Source: an optimization exercise on an open RTL-to-GDS flow (aim: a short achievable clock period and few clock cycles per item). Production flows keep margins and buffers that such runs may drop. Only simulation tests tie the RTL to the original design; equivalence was not proved. Power figures rest on the tool's default switching activity, not on a simulated workload.

`flow/config.mk`:
```
export PLATFORM = sky130hd
export DESIGN_NAME = cpu_top
export DESIGN_NICKNAME = cpu_top
export VERILOG_FILES = /design/flow/design.v
export SDC_FILE = /design/flow/constraint.sdc
export NUM_CORES = 4
export LEC_CHECK = 0
export CAP_MARGIN = 20
export CORE_MARGIN = 2
export CORE_UTILIZATION = 30
export SLEW_MARGIN = 20
```
`flow/constraint.sdc`:
```
create_clock -name core_clock -period 6.0 [get_ports {clk}]
set_input_delay 1.2000 -clock core_clock [delete_from_list [all_inputs] [get_ports {clk}]]
set_output_delay 1.2000 -clock core_clock [all_outputs]
set_load 0.01 [all_outputs]
```
`flow/design.v`:
```
package cpu_pkg;
    typedef logic [32-1:0] word_t;
    typedef logic [4-1:0] reg_idx_t;
    typedef logic [5-1:0] opcode_t;
    typedef logic [19-1:0] offset_t;
    typedef enum logic [2:0] {
        st_fetch,
        st_decode,
        st_address,
        st_memory,
        st_writeback
    } cpu_state_t;
endpackage
`timescale 1ns/1ps
module control_unit (
    input  logic               clk,
    input  logic               rst_n,
    input  cpu_pkg::word_t     instr,
    input  logic               bus_done,
    output logic               bus_req,
    output logic               bus_we,
    output logic               mdr_load_reg,
    output logic               pc_advance,
    output logic               ea_load,
    output logic               mar_sel_pc,
    output logic               wr_en,
    output logic               wr_sel_ea,
    output cpu_pkg::reg_idx_t  ra,
    output cpu_pkg::reg_idx_t  rb,
    output cpu_pkg::offset_t   offset
);
    cpu_pkg::cpu_state_t state;
    cpu_pkg::cpu_state_t state_nxt;
    cpu_pkg::word_t      ir;
    cpu_pkg::opcode_t    opcode;
    logic                req_sent;
    logic                bus_state;
    logic                op_ld;
    logic                op_ldi;
    logic                op_st;
    assign opcode = ir[31:27];
    assign ra     = ir[26:23];
    assign rb     = ir[22:19];
    assign offset = ir[18:0];
    assign op_ld  = (opcode == cpu_pkg::opcode_t'(0));
    assign op_ldi = (opcode == cpu_pkg::opcode_t'(1));
    assign op_st  = (opcode == cpu_pkg::opcode_t'(2));
    always_ff @(posedge clk or negedge rst_n) begin
        if (!rst_n) begin
            state    <= cpu_pkg::st_fetch;
            ir       <= '0;
            req_sent <= 1'b0;
        end else begin
            state <= state_nxt;
            if (state == cpu_pkg::st_fetch && bus_done) begin
                ir <= instr;
            end
            if (bus_done) begin
                req_sent <= 1'b0;
            end else if (bus_req) begin
                req_sent <= 1'b1;
            end
        end
    end
    always_comb begin
        state_nxt = state;
        unique case (state)
            cpu_pkg::st_fetch: begin
                if (bus_done) begin
                    state_nxt = cpu_pkg::st_decode;
                end
            end
            cpu_pkg::st_decode: begin
                state_nxt = cpu_pkg::st_address;
            end
            cpu_pkg::st_address: begin
                if (op_ld || op_st) begin
                    state_nxt = cpu_pkg::st_memory;
                end else if (op_ldi) begin
                    state_nxt = cpu_pkg::st_writeback;
                end else begin
                    state_nxt = cpu_pkg::st_fetch;
                end
            end
            cpu_pkg::st_memory: begin
                if (bus_done) begin
                    state_nxt = op_ld ? cpu_pkg::st_writeback : cpu_pkg::st_fetch;
                end
            end
            cpu_pkg::st_writeback: begin
                state_nxt = cpu_pkg::st_fetch;
            end
            default: begin
                state_nxt = cpu_pkg::st_fetch;
            end
        endcase
    end
    assign bus_state    = (state == cpu_pkg::st_fetch) || (state == cpu_pkg::st_memory);
    assign bus_req      = bus_state && !req_sent;
    assign bus_we       = bus_req && (state == cpu_pkg::st_memory) && op_st;
    assign mdr_load_reg = (state == cpu_pkg::st_address) && op_st;
    assign pc_advance   = (state == cpu_pkg::st_fetch) && bus_done;
    assign ea_load      = (state == cpu_pkg::st_decode);
    assign mar_sel_pc   = !((state == cpu_pkg::st_address) && (op_ld || op_st));
    assign wr_en        = (state == cpu_pkg::st_writeback);
    assign wr_sel_ea    = op_ldi;
endmodule
`timescale 1ns/1ps
module reg_file (
    input  logic               clk,
    input  logic               rst_n,
    input  cpu_pkg::reg_idx_t  ra,
    input  cpu_pkg::reg_idx_t  rb,
    input  logic               wr_en,
    input  logic               wr_sel_ea,
    input  cpu_pkg::word_t     mdr,
    input  cpu_pkg::word_t     ea,
    output cpu_pkg::word_t     ra_data,
    output cpu_pkg::word_t     base_data
);
    cpu_pkg::word_t regs [16];
    always_ff @(posedge clk or negedge rst_n) begin
        if (!rst_n) begin
            for (int i = 0; i < 16; i++) begin
                regs[i] <= '0;
            end
        end else if (wr_en) begin
            regs[ra] <= wr_sel_ea ? ea : mdr;
        end
    end
    assign ra_data = regs[ra];
    assign base_data = (rb == '0) ? '0 : regs[rb];
endmodule
`timescale 1ns/1ps
module addr_unit (
    input  logic              clk,
    input  logic              rst_n,
    input  logic              pc_advance,
    input  logic              ea_load,
    input  logic              mar_sel_pc,
    input  cpu_pkg::offset_t  offset,
    input  cpu_pkg::word_t    base_data,
    output cpu_pkg::word_t    ea,
    output cpu_pkg::word_t    mar
);
    cpu_pkg::word_t pc;
    cpu_pkg::word_t offset_ext;
    assign offset_ext = {{(32 - 19){offset[19-1]}}, offset};
    always_ff @(posedge clk or negedge rst_n) begin
        if (!rst_n) begin
            pc  <= cpu_pkg::word_t'(0);
            mar <= '0;
        end else begin
            if (pc_advance) begin
                pc <= pc + cpu_pkg::word_t'(1);
            end
            mar <= mar_sel_pc ? pc : ea;
        end
    end
    always_ff @(posedge clk) begin
        if (ea_load) begin
            ea <= base_data + offset_ext;
        end
    end
endmodule
`timescale 1ns/1ps
module wb_master (
    input  logic            clk,
    input  logic            rst_n,
    input  logic            bus_req,
    input  logic            bus_we,
    input  logic            mdr_load_reg,
    input  cpu_pkg::word_t  ra_data,
    input  cpu_pkg::word_t  mar,
    input  cpu_pkg::word_t  wb_dat_i,
    input  logic            wb_ack,
    output logic            bus_done,
    output cpu_pkg::word_t  mdr,
    output logic            wb_cyc,
    output logic            wb_stb,
    output logic            wb_we,
    output cpu_pkg::word_t  wb_adr,
    output cpu_pkg::word_t  wb_dat_o
);
    logic ack_edge;
    assign ack_edge = wb_cyc && wb_ack;
    always_ff @(posedge clk or negedge rst_n) begin
        if (!rst_n) begin
            wb_cyc   <= 1'b0;
            wb_we    <= 1'b0;
            bus_done <= 1'b0;
        end else begin
            bus_done <= ack_edge;
            if (ack_edge) begin
                wb_cyc <= 1'b0;
                wb_we  <= 1'b0;
            end else if (bus_req) begin
                wb_cyc <= 1'b1;
                wb_we  <= bus_we;
            end
        end
    end
    always_ff @(posedge clk) begin
        if (bus_req && !wb_cyc) begin
            wb_adr <= mar;
        end
        if (ack_edge && !wb_we) begin
            mdr <= wb_dat_i;
        end else if (mdr_load_reg) begin
            mdr <= ra_data;
        end
    end
    assign wb_stb = wb_cyc;
    assign wb_dat_o = mdr;
endmodule
`timescale 1ns/1ps
module cpu_top (
    input  logic            clk,
    input  logic            rst_n,
    output logic            wb_cyc,
    output logic            wb_stb,
    output logic            wb_we,
    output cpu_pkg::word_t  wb_adr,
    output cpu_pkg::word_t  wb_dat_o,
    input  cpu_pkg::word_t  wb_dat_i,
    input  logic            wb_ack
);
    logic               bus_req;
    logic               bus_we;
    logic               bus_done;
    logic               mdr_load_reg;
    logic               pc_advance;
    logic               ea_load;
    logic               mar_sel_pc;
    logic               wr_en;
    logic               wr_sel_ea;
    cpu_pkg::reg_idx_t  ra;
    cpu_pkg::reg_idx_t  rb;
    cpu_pkg::offset_t   offset;
    cpu_pkg::word_t     mdr;
    cpu_pkg::word_t     ea;
    cpu_pkg::word_t     mar;
    cpu_pkg::word_t     ra_data;
    cpu_pkg::word_t     base_data;
    control_unit control_i (
        .clk          (clk),
        .rst_n        (rst_n),
        .instr        (mdr),
        .bus_done     (bus_done),
        .bus_req      (bus_req),
        .bus_we       (bus_we),
        .mdr_load_reg (mdr_load_reg),
        .pc_advance   (pc_advance),
        .ea_load      (ea_load),
        .mar_sel_pc   (mar_sel_pc),
        .wr_en        (wr_en),
        .wr_sel_ea    (wr_sel_ea),
        .ra           (ra),
        .rb           (rb),
        .offset       (offset)
    );
    reg_file regs_i (
        .clk       (clk),
        .rst_n     (rst_n),
        .ra        (ra),
        .rb        (rb),
        .wr_en     (wr_en),
        .wr_sel_ea (wr_sel_ea),
        .mdr       (mdr),
        .ea        (ea),
        .ra_data   (ra_data),
        .base_data (base_data)
    );
    addr_unit addr_i (
        .clk        (clk),
        .rst_n      (rst_n),
        .pc_advance (pc_advance),
        .ea_load    (ea_load),
        .mar_sel_pc (mar_sel_pc),
        .offset     (offset),
        .base_data  (base_data),
        .ea         (ea),
        .mar        (mar)
    );
    wb_master bus_i (
        .clk          (clk),
        .rst_n        (rst_n),
        .bus_req      (bus_req),
        .bus_we       (bus_we),
        .mdr_load_reg (mdr_load_reg),
        .ra_data      (ra_data),
        .mar          (mar),
        .wb_dat_i     (wb_dat_i),
        .wb_ack       (wb_ack),
        .bus_done     (bus_done),
        .mdr          (mdr),
        .wb_cyc       (wb_cyc),
        .wb_stb       (wb_stb),
        .wb_we        (wb_we),
        .wb_adr       (wb_adr),
        .wb_dat_o     (wb_dat_o)
    );
endmodule
```
`flow/run.sh`:
```
#!/bin/bash
# synth_recipe.tcl (not shown) runs the flow's synth.tcl, then flattens the netlist and writes it again
# the make line also repeats each setting of config.mk as NAME=value (left out here)
make -C /OpenROAD-flow-scripts/flow DESIGN_CONFIG=/design/flow/config.mk WORK_HOME=/design/flow/orfs CLKGATE_MAP_FILE= SYNTH_SCRIPT=/design/flow/synth_recipe.tcl finish
```
==> results.py <==
metrics = {
    "run_status": {
        "outcome": "no timing/DRC/antenna violations",
    },
    "yosys": {
        "synth-edff-count": 96,
        "synth_largest_area_cell": "dfrtp_1",
        "syn-cell-area_um2": 33500,
        "yosys_most_used_dff": "dfrtp_1",
        "synth_seq_cells": 711,
        "yosysUniqueCellTypes": 71,
        "yosysWarnings": 5,
        "ys_seq_area_share_pct": 54.5,
        "netlist_instances": 3342,
        "synth.net_count": 3410,
        "synth-async-reset-ratio_pct": 86.5,
        "syn_area_per_cell_um2": 10.0,
        "yosysMostFrequentCell": "dfrtp_1",
        "ys_top_cells_by_count": "615 x dfrtp_1, 601 x a21oi_1, 554 x nor2_1, 161 x clkbuf_1, 158 x a22oi_1",
        "synth.top_cells.by_area": "dfrtp_1 46%, a21oi_1 9.0%, edfxtp_1 8.6%",
        "yosys.area.top_type_share_pct": 45.9,
    },
    "clocking": {
        "clkLatencyLatePin_ns": 0.64,
        "htree_num_levels": 3,
        "path_clk_slew_ns": 0.06,
        "cts_buffers": 76,
        "holdBufCountCts": 0,
        "cts_sinks": 711,
        "cts_setup_buffers": 0,
        "ctsResizeCount": 0,
        "cts_buffer_depth": 3,
        "cts_tree": "yes",
        "clock-root-buffer": "clkbuf_16",
    },
    "worst_setup_path": {
        "worstReg2RegStart": "control_i.ir[20]",
        "critPathMostFrequentCell": "nor3_1",
        "path_max_fanout": 20,
        "startpoint": "control_i.ir[20]",
        "cp-end-kind": "flip-flop",
        "path_class": "flip-flop to flip-flop",
        "cp.arrival_ns": 5.88,
        "worst-path-buf-inv": 0,
        "r2r_end": "addr_i.ea[26]",
        "cp_slowest_cell": "nor2_4",
        "required_ns": 6.37,
        "r2r_setup_slack_ns": 0.49,
        "cp-start-kind": "flip-flop",
        "crit_chain": "nand2b_1 > nor2_4 > a22oi_1 > and3_1 > a31oi_1 > ha_1 > and2_1 > a221oi_1 > nand3_1 > nor3_1 > nor3_1 > o21ai_0 > o21bai_1 > xor2_1",
        "endpoint": "addr_i.ea[26]",
        "critPathTopFamily": "simple AND/OR/NAND/NOR gates",
        "slowest_delay_ns": 0.87,
        "crit_cells": 14,
        "r2r_cells": 14,
    },
    "sta": {
        "report.final.slew_viol_count": 0,
        "fmax_ghz": 0.182,
        "fin_crit_ns": 5.51,
        "clock-skew-final_ns": 0.0248,
        "grt_setup_unrepaired": "false",
        "worst_pin_slew_ns": 1.24,
        "fin_crit_sh_pct": 91.8,
        "relSlewSlack_pct": 17.2,
        "hold_viol_final": 0,
        "tns_ns": 0,
        "setup_viol": 0,
    },
    "layout": {
        "post-route-cell-area_um2": 39200,
        "drive_gt1_share_pct": 11.9,
        "nNetsFinal": 3451,
        "syn_to_final_growth_pct": 17.0,
    },
    "power": {
        "peakVddDrop_uv": 206,
        "switching_share_pct": 40.4,
        "comb_power_share_pct": 34.6,
        "p_leak_nw": 16.7,
        "p_clk_share_pct": 27.4,
        "pwr-share-seq_pct": 38.0,
        "intPower_mw": 10.6,
        "p_per_area_nw_per_um2": 453,
        "switching_power_mw": 7.18,
    },
    "routing": {
        "totalWireLength_mm": 134,
        "vias": 29169,
        "drtAntennaViolNets": 0,
        "first_pass_iters": 13,
        "drc": 0,
        "drtIter0Drc": 4690,
        "via_per_inst": 5.92,
        "wl_per_cell_um": 27.1,
    },
    "global_routing": {
        "grt_pass1_wl_mm": 195,
        "grt_antenna_before_repair": 11,
        "grt_max_degree": 134,
        "grt_pass1_vias": 27913,
        "groute.usage.overall_pct": 22.8,
        "grt-ovfl-total": 0,
    },
    "die": {
        "die-area_um2": 114000,
        "num_rows": 122,
        "coreArea_um2": 111000,
        "die_w_um": 338,
        "ios": 102,
        "die_y_um": 338,
        "initial_utilization_pct": 30.3,
    },
    "flow_run": {
        "cap_violations": 0,
    },
    "worst_hold_path": {
        "hold_class": "flip-flop to flip-flop",
    },
    "place": {
        "place.gp.congestion": 0.969,
        "port_buffers": 101,
        "dp_hpwl_mm": 86.2,
        "place_area_um2": 36600,
    },
}
==> stage by stage <==
| stage | util (%) | std cells | hold slack (ns) | power (mW) | setup slack [ns] |
|---|---|---|---|---|---|
| 2_1_floorplan | - | 3342 | 0.401 | 9.80 | 2.11 |
| 3_3_place_gp | 33.1 | 4792 | 0.402 | 12.6 | 0.737 |
| 3_5_place_dp | 33.1 | 4793 | 0.404 | 12.6 | 0.790 |
| 4_1_cts | 35.4 | 4929 | 0.418 | 17.5 | 0.756 |
| 5_1_grt | 35.4 | 4929 | 0.422 | 18.3 | 0.316 |
| 6_report | 35.4 | 4930 | 0.416 | 17.8 | 0.493 |
==> flip-flops by register name, summed over array words and instances (netlist names), 3 cells and up <==
signal and flops:
addr_i.pc 32, addr_i.mar 32, bus_i.mdr 32, control_i.ir 32
control_i.state 3, addr_i.ea 32, bus_i.wb_adr 32, regs_i.regs 512
==> layout by cell type (no fill, tap or decap), types with 41 or more instances in the layout <==
cell type,instances
a21oi_1,601
a31oi_1,43
a22oi_1,158
xnor2_1,43
a22o_1,74
nand2_1,136
o21ai_0,89
edfxtp_1,96
nand3_1,47
mux2_2,71
a222oi_1,53
dfrtp_1,611
a221oi_1,76
buf_4,132
clkdlybuf4s50_1,100
nor2_1,534
and3_1,41
clkbuf_16,80
==> worst min-delay path by stage <==
stage                       end      startpoint  depth (start not counted)
2_1_floorplan   bus_i.wb_adr[0]   addr_i.mar[0]                          0
3_3_place_gp   bus_i.wb_adr[28]  addr_i.mar[28]                          0
3_5_place_dp   bus_i.wb_adr[21]  addr_i.mar[21]                          0
4_1_cts        bus_i.wb_adr[21]  addr_i.mar[21]                          0
5_1_grt        bus_i.wb_adr[30]  addr_i.mar[30]                          0
6_report       bus_i.wb_adr[27]  addr_i.mar[27]                          0
==> worst reg2reg max path: cells and delay by family, from the launching register on <==
kind                       cells  cell delay (ns)
AOI/OAI and AO/OA              5             1.52
DFF                            1             0.74
adders and majority gates      1             0.40
and+or+nand+nor                7             2.47
xor gates and xnor gates       1             0.15
==> cells by family (layout without fill, tap and decap cells) <==
kind of cell,count (synthesis),count (layout),share of synthesized area [%]
fa+ha+maj,33,33,1.25
compound gates,1221,1221,23.2
mux,116,116,3.73
xor+xnor,62,62,1.62
buf+inv,295,394,3.75
flops,711,711,54.5
simple gates,904,904,11.9
other cells,0,1,0
==> per-layer routing <==
layer,up-vias,wire [um],part of all wire (%),global-route usage (%)
met5,-,103,0.077,0
met4,16,7690,5.8,10.9
met3,560,17200,13,8.15
met2,2058,57000,43,33.6
met1,14161,51800,39,29.6
li1,12374,-,-,-
==> power groups by stage <==
| stage | registers (mW) | clock network, mW | logic, mW |
|---|---|---|---|
| after global placement | 6.79 | 0 | 5.77 |
| after global routing | 6.83 | 5.13 | 6.39 |
| after floorplan | 6.34 | 0 | 3.45 |
| final | 6.75 | 4.87 | 6.15 |
| after CTS | 6.72 | 4.94 | 5.84 |
| after detailed placement | 6.79 | 0 | 5.82 |
==> final cells by class <==
type	instances	area, um^2
fill	11009	71500
sequential	711	18300
multi-input combinational	2336	14300
clock buffer	111	2280
timing repair buffer	240	2150
tap	1488	1860
clock inverter	25	290
inverter	18	67.6
antenna	1	2.50
Testbench counts, summed over its fixed seeds: cycles 89,586, instructions 12,288.

port drivers added, routing unchanged:
The flow's constraints put no driver on any port. The routed layout listed below was extracted and timed again, unchanged, in two steps. Step 1: set_driving_cell puts a clkbuf_16 on clk and a buf_2 on each other input, an assumption about the parent block. Step 2 times the ports against the registers' clock, not the clock port: input delays grow and output delays shrink by t, the midpoint of the rising clock arrivals with the driver on. Slacks: ideal / step 1 / step 2; pairs: ideal / step 1.
t (ns): 0.697
slack for setup (ns): 0.493 / 0.493 / 0.493
slew at the worst register clock pin (ns): 0.07 / 0.07
After both steps setup and hold are still met in this run. The setup slack of this run moves by 0.000 ns with the drivers and by 0.000 ns with both steps.
